Source: an optimization exercise on an open RTL-to-GDS flow (aim: small area, a short achievable clock period and few clock cycles per item). Production flows keep margins and buffers that such runs may drop.
Only simulation tests tie the RTL to the original design; equivalence was not proved.
Power figures rest on the tool's default switching activity, not on a simulated workload.

<file path="flow/config.mk">
export PLATFORM = sky130hd
export DESIGN_NAME = sorted_two_list_merge_top
export DESIGN_NICKNAME = sorted_two_list_merge_top
export VERILOG_FILES = /design/flow/design.v
export SDC_FILE = /design/flow/constraint.sdc
export NUM_CORES = 4
export LEC_CHECK = 0
export CAP_MARGIN = 20
export CORE_MARGIN = 2
export CORE_UTILIZATION = 40
export SLEW_MARGIN = 20
</file>
<file path="flow/run.sh">
#!/bin/bash
# synth_recipe.tcl (not shown) runs the flow's synth.tcl, then flattens the netlist and writes it again
# the make line also repeats each setting of config.mk as NAME=value (left out here)
make -C /OpenROAD-flow-scripts/flow DESIGN_CONFIG=/design/flow/config.mk WORK_HOME=/design/flow/orfs CLKGATE_MAP_FILE= SYNTH_SCRIPT=/design/flow/synth_recipe.tcl finish
</file>
<file path="flow/design.v">
`default_nettype none
package stlm_pkg;
  localparam int LIST_DEPTH_DEF  = 32;
  localparam int VALUE_WIDTH_DEF = 32;
  localparam int ITEM_W          = 32;
  localparam logic [1:0] ACT_LOAD_A = 2'd0;
  localparam logic [1:0] ACT_LOAD_B = 2'd1;
  localparam logic [1:0] ACT_MERGE  = 2'd2;
  localparam logic [1:0] ST_SUCCESS  = 2'd0;
  localparam logic [1:0] ST_UNSORTED = 2'd1;
  localparam logic [1:0] ST_EMPTY    = 2'd2;
  localparam logic [1:0] ST_OVERFLOW = 2'd3;
endpackage
`default_nettype wire
`default_nettype none
module sorted_two_list_merge_top (
  input  wire logic         clk,
  input  wire logic         rst,
  input  wire logic         in_valid,
  output      logic         in_ready,
  input  wire logic [1:0]   action,
  input  wire logic [31:0]  item_value,
  output      logic         out_valid,
  input  wire logic         out_ready,
  output      logic [31:0]  merged_value,
  output      logic [1:0]   status,
  output      logic         last
);
  localparam int D = stlm_pkg::LIST_DEPTH_DEF;
  logic        mv, sv;           
  logic [1:0]  mact, sact;
  logic signed [31:0] mval;
  logic [31:0] sval;
  logic        consume;
  logic        m_free;
  assign in_ready = !sv;
  assign m_free   = !mv || consume;
  always_ff @(posedge clk) begin
    if (rst) begin
      mv <= 1'b0;
      sv <= 1'b0;
    end else if (m_free) begin
      mv <= sv || in_valid;
      sv <= 1'b0;
    end else begin
      sv <= sv || in_valid;
    end
  end
  always_ff @(posedge clk) begin
    if (!sv) begin
      sact <= action;
      sval <= item_value;
    end
    if (m_free) begin
      mact <= sv ? sact : action;
      mval <= sv ? sval : item_value;
    end
  end
  logic [31:0] mem_a [D];
  logic [31:0] mem_b [D];
  logic [4:0]  wp_a, wp_b;       
  logic [4:0]  rp_a, rp_b;       
  logic [4:0]  rq_a, rq_b;       
  logic [5:0]  occ_a, occ_b;     
  logic signed [31:0] h_a, h_b;  
  logic [5:0]  ln_a, ln_b;       
  logic        uns_a, uns_b;     
  logic signed [31:0] tl_a, tl_b;   
  logic        j0v, j1v;
  logic [1:0]  j0st, j1st;
  logic [5:0]  ra, rb;           
  logic [5:0]  j1a, j1b;
  logic cmd_a, cmd_b, cmd_m;
  logic full_a, full_b;
  logic push_a, push_b, enq;
  logic [1:0] enq_st;
  logic drop;                    
  assign cmd_a  = mv && (mact == stlm_pkg::ACT_LOAD_A);
  assign cmd_b  = mv && (mact == stlm_pkg::ACT_LOAD_B);
  assign cmd_m  = mv && (mact == stlm_pkg::ACT_MERGE);
  assign full_a = ln_a[5];
  assign full_b = ln_b[5];
  always_comb begin
    consume = 1'b0;
    push_a  = 1'b0;
    push_b  = 1'b0;
    enq     = 1'b0;
    enq_st  = stlm_pkg::ST_SUCCESS;
    drop    = 1'b0;
    if (mv) begin
      case (mact)
        stlm_pkg::ACT_LOAD_A: begin
          if (full_a) begin
            consume = !j1v;
            enq     = !j1v;
            enq_st  = stlm_pkg::ST_OVERFLOW;
          end else begin
            consume = !occ_a[5];
            push_a  = !occ_a[5];
          end
        end
        stlm_pkg::ACT_LOAD_B: begin
          if (full_b) begin
            consume = !j1v;
            enq     = !j1v;
            enq_st  = stlm_pkg::ST_OVERFLOW;
          end else begin
            consume = !occ_b[5];
            push_b  = !occ_b[5];
          end
        end
        stlm_pkg::ACT_MERGE: begin
          consume = !j1v;
          enq     = !j1v;
          if ((ln_a == '0) || (ln_b == '0)) begin
            enq_st = stlm_pkg::ST_EMPTY;
            drop   = !j1v;
          end else if (uns_a || uns_b) begin
            enq_st = stlm_pkg::ST_UNSORTED;
            drop   = !j1v;
          end
        end
        default: consume = 1'b1;
      endcase
    end
  end
  logic        go;               
  logic        emit;             
  logic        j0_merge;
  logic        take_a;
  logic        pop_a, pop_b;
  logic        e_last;
  logic        done;
  logic [31:0] e_val;
  logic [6:0]  rsum;
  assign j0_merge = (j0st == stlm_pkg::ST_SUCCESS);
  assign emit     = j0v && go;
  assign take_a   = (ra != '0) && ((rb == '0) || (h_a < h_b));
  assign pop_a    = emit && j0_merge && take_a;
  assign pop_b    = emit && j0_merge && !take_a;
  assign rsum     = {1'b0, ra} + {1'b0, rb};
  assign e_last   = !j0_merge || (rsum == 7'd1);
  assign done     = emit && e_last;
  assign e_val    = !j0_merge ? 32'd0 : (take_a ? h_a : h_b);
  always_ff @(posedge clk) begin
    if (rst) begin
      j0v <= 1'b0;
      j1v <= 1'b0;
    end else begin
      if (!j0v || done) begin
        j0v <= j1v || enq;
        j1v <= j1v && enq;
      end else if (enq) begin
        j1v <= 1'b1;
      end
    end
  end
  always_ff @(posedge clk) begin
    if (enq) begin
      j1st <= enq_st;
      j1a  <= ln_a;
      j1b  <= ln_b;
    end
    if (!j0v || done) begin
      if (j1v) begin
        j0st <= j1st;
        ra   <= j1a;
        rb   <= j1b;
      end else begin
        j0st <= enq_st;
        ra   <= ln_a;
        rb   <= ln_b;
      end
    end else begin
      if (pop_a) ra <= ra - 6'd1;
      if (pop_b) rb <= rb - 6'd1;
    end
  end
  always_ff @(posedge clk) begin
    if (push_a) mem_a[wp_a] <= mval;
    if (push_b) mem_b[wp_b] <= mval;
  end
  always_ff @(posedge clk) begin
    if (pop_a) h_a <= (occ_a == 6'd1) ? mval : mem_a[rq_a];
    else if (occ_a == '0) h_a <= mval;
    if (pop_b) h_b <= (occ_b == 6'd1) ? mval : mem_b[rq_b];
    else if (occ_b == '0) h_b <= mval;
  end
  always_ff @(posedge clk) begin
    if (rst) begin
      wp_a  <= '0;
      wp_b  <= '0;
      rp_a  <= '0;
      rp_b  <= '0;
      rq_a  <= 5'd1;
      rq_b  <= 5'd1;
      occ_a <= '0;
      occ_b <= '0;
      ln_a  <= '0;
      ln_b  <= '0;
      uns_a <= 1'b0;
      uns_b <= 1'b0;
    end else begin
      if (pop_a) begin
        rp_a <= rq_a;
        rq_a <= rq_a + 5'd1;
      end
      if (pop_b) begin
        rp_b <= rq_b;
        rq_b <= rq_b + 5'd1;
      end
      if (drop) begin
        wp_a  <= wp_a - ln_a[4:0];
        wp_b  <= wp_b - ln_b[4:0];
        occ_a <= occ_a - ln_a - {5'd0, pop_a};
        occ_b <= occ_b - ln_b - {5'd0, pop_b};
      end else begin
        if (push_a) wp_a <= wp_a + 5'd1;
        if (push_b) wp_b <= wp_b + 5'd1;
        occ_a <= occ_a + {5'd0, push_a} - {5'd0, pop_a};
        occ_b <= occ_b + {5'd0, push_b} - {5'd0, pop_b};
      end
      if (cmd_m && consume) begin
        ln_a  <= '0;
        ln_b  <= '0;
        uns_a <= 1'b0;
        uns_b <= 1'b0;
      end else begin
        if (push_a) begin
          ln_a <= ln_a + 6'd1;
          if ((ln_a != '0) && (mval < tl_a)) uns_a <= 1'b1;
        end
        if (push_b) begin
          ln_b <= ln_b + 6'd1;
          if ((ln_b != '0) && (mval < tl_b)) uns_b <= 1'b1;
        end
      end
    end
  end
  always_ff @(posedge clk) begin
    if (push_a) tl_a <= mval;
    if (push_b) tl_b <= mval;
  end
  logic        skv;
  logic [34:0] skd;
  logic        o_free;
  assign go     = !skv;
  assign o_free = !out_valid || out_ready;
  always_ff @(posedge clk) begin
    if (rst) begin
      out_valid <= 1'b0;
      skv       <= 1'b0;
    end else if (o_free) begin
      out_valid <= skv || emit;
      skv       <= 1'b0;
    end else begin
      skv       <= skv || emit;
    end
  end
  always_ff @(posedge clk) begin
    if (!skv) skd <= {j0st, e_last, e_val};
    if (o_free) {status, last, merged_value} <= skv ? skd : {j0st, e_last, e_val};
  end
endmodule
`default_nettype wire
</file>
<file path="flow/constraint.sdc">
create_clock -name core_clock -period 8.0 [get_ports {clk}]
set_input_delay 1.6000 -clock core_clock [delete_from_list [all_inputs] [get_ports {clk}]]
set_output_delay 1.6000 -clock core_clock [all_outputs]
set_load 0.01 [all_outputs]
</file>
==> run summary <==
==> per-stage QoR <==
stage	instance area [sq um]	power (mW)	setup WS, ns	std cells
final	108000	29.0	2.85	8022
after global routing	108000	29.9	2.52	8018
after CTS	108000	29.2	2.82	8013
after detailed placement	100000	18.4	2.84	7582
after global placement	100000	18.3	2.86	7580
after floorplan	94500	17.0	3.83	4420
==> worst reg2reg max path: stages, from the launching register on <==
cell                       delay [ns]
sky130_fd_sc_hd__edfxtp_1        0.39
sky130_fd_sc_hd__ha_1            0.36
sky130_fd_sc_hd__nand4_1         0.17
sky130_fd_sc_hd__nor3_1          0.12
sky130_fd_sc_hd__a221o_1         0.33
sky130_fd_sc_hd__nor3_1          0.34
sky130_fd_sc_hd__mux2i_4         0.29
sky130_fd_sc_hd__and2_2          0.76
sky130_fd_sc_hd__nand2_1         0.41
sky130_fd_sc_hd__fa_1            0.61
sky130_fd_sc_hd__inv_1           0.05
sky130_fd_sc_hd__ha_1            0.16
sky130_fd_sc_hd__o21ai_0         0.17
sky130_fd_sc_hd__nand3b_1        0.14
sky130_fd_sc_hd__a21o_1          0.20
sky130_fd_sc_hd__a21oi_1         0.17
sky130_fd_sc_hd__xnor2_1         0.13
sky130_fd_sc_hd__nor2_1          0.05
sky130_fd_sc_hd__a21oi_1         0.12
sky130_fd_sc_hd__nor2_1          0.05
==> cells in the final DEF, fill, tap and decap left out, drive strengths merged, types with 6 or more instances in the layout <==
master / instances
a211oi: 14
clkdlybuf4s50: 73
mux2: 170
nand3b: 10
nor2b: 7
or3: 7
clkinv: 106
edfxtp: 2273
clkbuf: 290
a21oi: 141
bufinv: 24
nand2: 87
ha: 150
nor2: 147
mux2i: 12
diode: 6
dfxtp: 131
inv: 155
buf: 146
nand4: 24
a21o: 27
nand3: 26
nor3: 15
o21ai: 66
xor2: 18
xnor2: 28
nand2b: 11
mux4: 640
fa: 9
==> path summary, 6_finish.rpt <==
path / depth (start not counted) / to / start
worst max-delay path: 19 / occ_a[5] / h_a[31]
worst min-delay path: 2 / skd[0] / skd[0]
worst max register to register: 19 / occ_a[5] / h_a[31]
worst min register to register: 2 / skd[0] / skd[0]
==> power breakdown <==
group	switching (mW)	internal (mW)	total (mW)
combinational	2.00	1.27	3.27
sequential	0.402	14.5	14.9
clock	4.66	6.18	10.8
total	7.06	21.9	29.0
==> cell type report <==
type / instances / area share
antenna: 6 / 0.000140
clock buffer: 290 / 0.0569
clock inverter: 141 / 0.0125
inverter: 149 / 0.00520
multi-input combinational: 1663 / 0.211
sequential: 2404 / 0.659
tap: 3150 / 0.0366
timing repair buffer: 219 / 0.0184
==> logic make-up (layout without fill, tap and decap cells) <==
family	Yosys count	count (layout)	synth area share
AO/OA/AOI/OAI	277	277	0.0169
flip-flops	2404	2404	0.750
buffers and inverters	353	799	0.0151
XOR/XNOR	46	46	0.00426
other	0	6	0
multiplexers	822	822	0.174
adder cells (fa/ha/maj)	159	159	0.0218
AND/OR/NAND/NOR	359	359	0.0175
==> per-layer routing <==
| metal | global-route usage | routed length (microns) | part of all wire |
|---|---|---|---|
| met1 | 0.282 | 101000 | 0.42 |
| met2 | 0.307 | 112000 | 0.47 |
| met3 | 0.0355 | 17600 | 0.074 |
| met4 | 0.0607 | 7340 | 0.031 |
| met5 | 0 | 83 | 0.00035 |
==> out/results.md <==
| Group | Metric | Value |
|---|---|---|
| synth | Count of flip-flops with a built-in enable after synthesis | 2273 |
| setup path | Maximum fanout encountered on the critical timing path | 40 |
| grt | Via count of the first global-routing pass | 45006 |
| placed design | Number of buffers inserted by port buffering | 74 |
| floorplanning | Chip width | 490 microns |
| sta | Number of setup violations in the final report | 0 |
| power and ir drop | Standby leakage power | 34.2 nW |
| final layout | Share of layout cells above drive strength 1 | 0.279 |
| synth | Largest cells by area after synthesis | sky130_fd_sc_hd__edfxtp_1 72%, sky130_fd_sc_hd__mux4_2 15%, sky130_fd_sc_hd__dfxtp_1 2.8% |
| sta | Transition time of the tightest slew-check pin | 1.19 ns |
| floorplanning | Starting density of the core | 0.402 |
| power and ir drop | Total power divided by cell area | 269 nW/um^2 |
| synth | Cell count after synthesis | 4420 |
| cts | Worst-Skew Late Latency | 0.88 ns |
| final layout | Area taken by multi-input logic gates | 22700 sq um |
| setup path | Kind of cell adding the most delay to the critical path | simple AND/OR/NAND/NOR gates |
| sta | Setup clock skew after layout | 0.0431 ns |
| synth | Post-Synthesis Net Count | 4617 |
| cts | Clock input transition at the sequential cells of the worst setup and hold paths | 0.07 ns |
| sta | Total Negative Setup Slacks | 0 ns |
| cts | Clock Tree Root | sky130_fd_sc_hd__clkbuf_16 |
| run | Maximum capacitance violations | 0 |
| cts | Number of buffers added for setup after CTS | 0 |
| cts | Clock sink count | 2404 |
| floorplanning | Die height | 490 microns |
| sta | Time the worst path needs with I/O delays and setup | 5.15 ns |
| cts | Number of CTS-inserted buffers | 230 |
| sta | FMAX | 194 MHz |
| synth | Most common cell in the netlist | sky130_fd_sc_hd__edfxtp_1 |
| setup path | Cell breakdown of the critical path | ha_1 > nand4_1 > nor3_1 > a221o_1 > nor3_1 > mux2i_4 > and2_2 > nand2_1 > fa_1 > inv_1 > ha_1 > o21ai_0 > nand3b_1 > a21o_1 > a21oi_1 > xnor2_1 > nor2_1 > a21oi_1 > nor2_1 |
| drt | WL/cell | 29.7 microns |
| synth | Synth Warn # | 1 |
| cts | Clock tree from TritonCTS | yes |
| setup path | Buffering stage count on the worst path with inverters included | 1 |
| final layout | Core Util, Final | 0.458 |
| sta | Count of final hold-check violations | 0 |
| grt | Total global routing track utilization | 0.196 |
| cts | H-tree depth | 4 |
| cts | Number of buffers on the longest clock path | 3 |
| drt | Count of TritonRoute iterations in the first routing pass | 5 |
| drt | Post-route ant nets | 0 |
| cts | Post-CTS sizing | 0 |
| grt | Antenna violations before repair | 26 |
| drt | Number of design rule violations left after detail routing | 0 |
| setup path | Slowest-stage cell, CP | sky130_fd_sc_hd__and2_2 |
| setup path | Critical Path RT | 8.74 ns |
| placed design | Routability congestion estimate | 0.812 |
| final layout | Area of all sequential standard cells | 70900 sq um |
| sta | Unrepaired setup endpoints after global routing | no |
| run status | Result of the run | timing/DRC/antenna clean |
| setup path | WS Path Type | reg2reg |
| synth | Most frequently used flop master after synthesis | sky130_fd_sc_hd__edfxtp_1 |
| floorplanning | Core footprint | 235000 sq um |
| setup path | Launching element type of the critical path | flop |
| drt | Number of DRC markers in iteration 0 | 5171 |
| cts | CTS Hold Buffers Added | 0 |
| drt | Via count | 45176 |
| final layout | FILL cells | 19357 |
| synth | Avg Synthesized Cell Area | 21.4 sq um |
| synth | Distinct cell type count after synthesis | 58 |
| setup path | Setup slack on the worst flop-to-flop path | 2.85 ns |
| floorplanning | IO Count | 75 |
| synth | Dominant cell type by area after synthesis | sky130_fd_sc_hd__edfxtp_1 |
| sta | Count of final max-slew check failures | 0 |
| final layout | Leading registers by flop count | mem_a x1024, mem_b x1024, skd x35 |
| drt | Via density | 5.63 |
| floorplanning | Total Die Area | 240000 sq um |
| synth | Top cell type's share of synthesized area | 0.723 |
| synth | #FFs+latches synth | 2404 |
| synth | Async set-reset flop share out of synthesis | 0 |
| power and ir drop | Largest vdd supply drop | 0.274 mV |
| drt | Total wirelength of the detailed-routed design | 238000 microns |
| synth | Netlist area before placement | 94500 sq um |
| floorplanning | Cell Rows | 178 |
| grt | Largest net degree at the start of global routing | 106 |
| final layout | Final nets | 4864 |
| setup path | Kind of end point of the critical path | flop |
| grt | GRT Residual Overflow | 0 |
| setup path | Critical path's largest stage delay | 0.76 ns |
| placed design | Estimated wirelength of the detail-placed design | 131000 microns |
| grt | Global-route wire length before repair | 337000 microns |
| sta | Final worst-path cycle share | 0.644 |
| worst hold path | Worst Hold Class | reg2reg |
| final layout | Syn-to-layout area delta | 13.9% |
| setup path | Arrival @ worst endpoint | 5.89 ns |
| synth | Sequential cell area fraction in the yosys report | 0.750 |
| synth | Most frequent cells after synthesis | 2273 x sky130_fd_sc_hd__edfxtp_1, 640 x sky130_fd_sc_hd__mux4_2, 155 x sky130_fd_sc_hd__mux2_2 |
| sta | Final worst hold slack | 0.469 ns |
| sta | Relative max-transition margin | 0.204 |
Testbench counts, summed over its fixed seeds: cycles 4,350, items 3,618.

## what the ideal ports hide
In the flow no input, the clock included, has a driving cell. The finished layout below was timed again as built, in two steps.
Step 1 sets driving cells, clkbuf_16 on the clock port and buf_2 on the other inputs (assumed; they add their load-dependent delay and slew).
Step 2, shift: input delay + t, output delay - t, t = (earliest + latest rising clock arrival at the registers) / 2. This alone moves slack from input paths to output paths.
a / b / c = ideal / step 1 / step 2; a / b = the first two.
t (ns): 0.940
setup slack, ns: 2.846 / 2.846 / 2.846
latest minus earliest clock arrival (ns): 0.056 / 0.055
slew at the worst register clock pin (ns): 0.07 / 0.07
After both steps setup and hold are still met in this run. For this run, drivers alone change the setup slack by 0.000 ns; drivers and shift together by 0.000 ns.
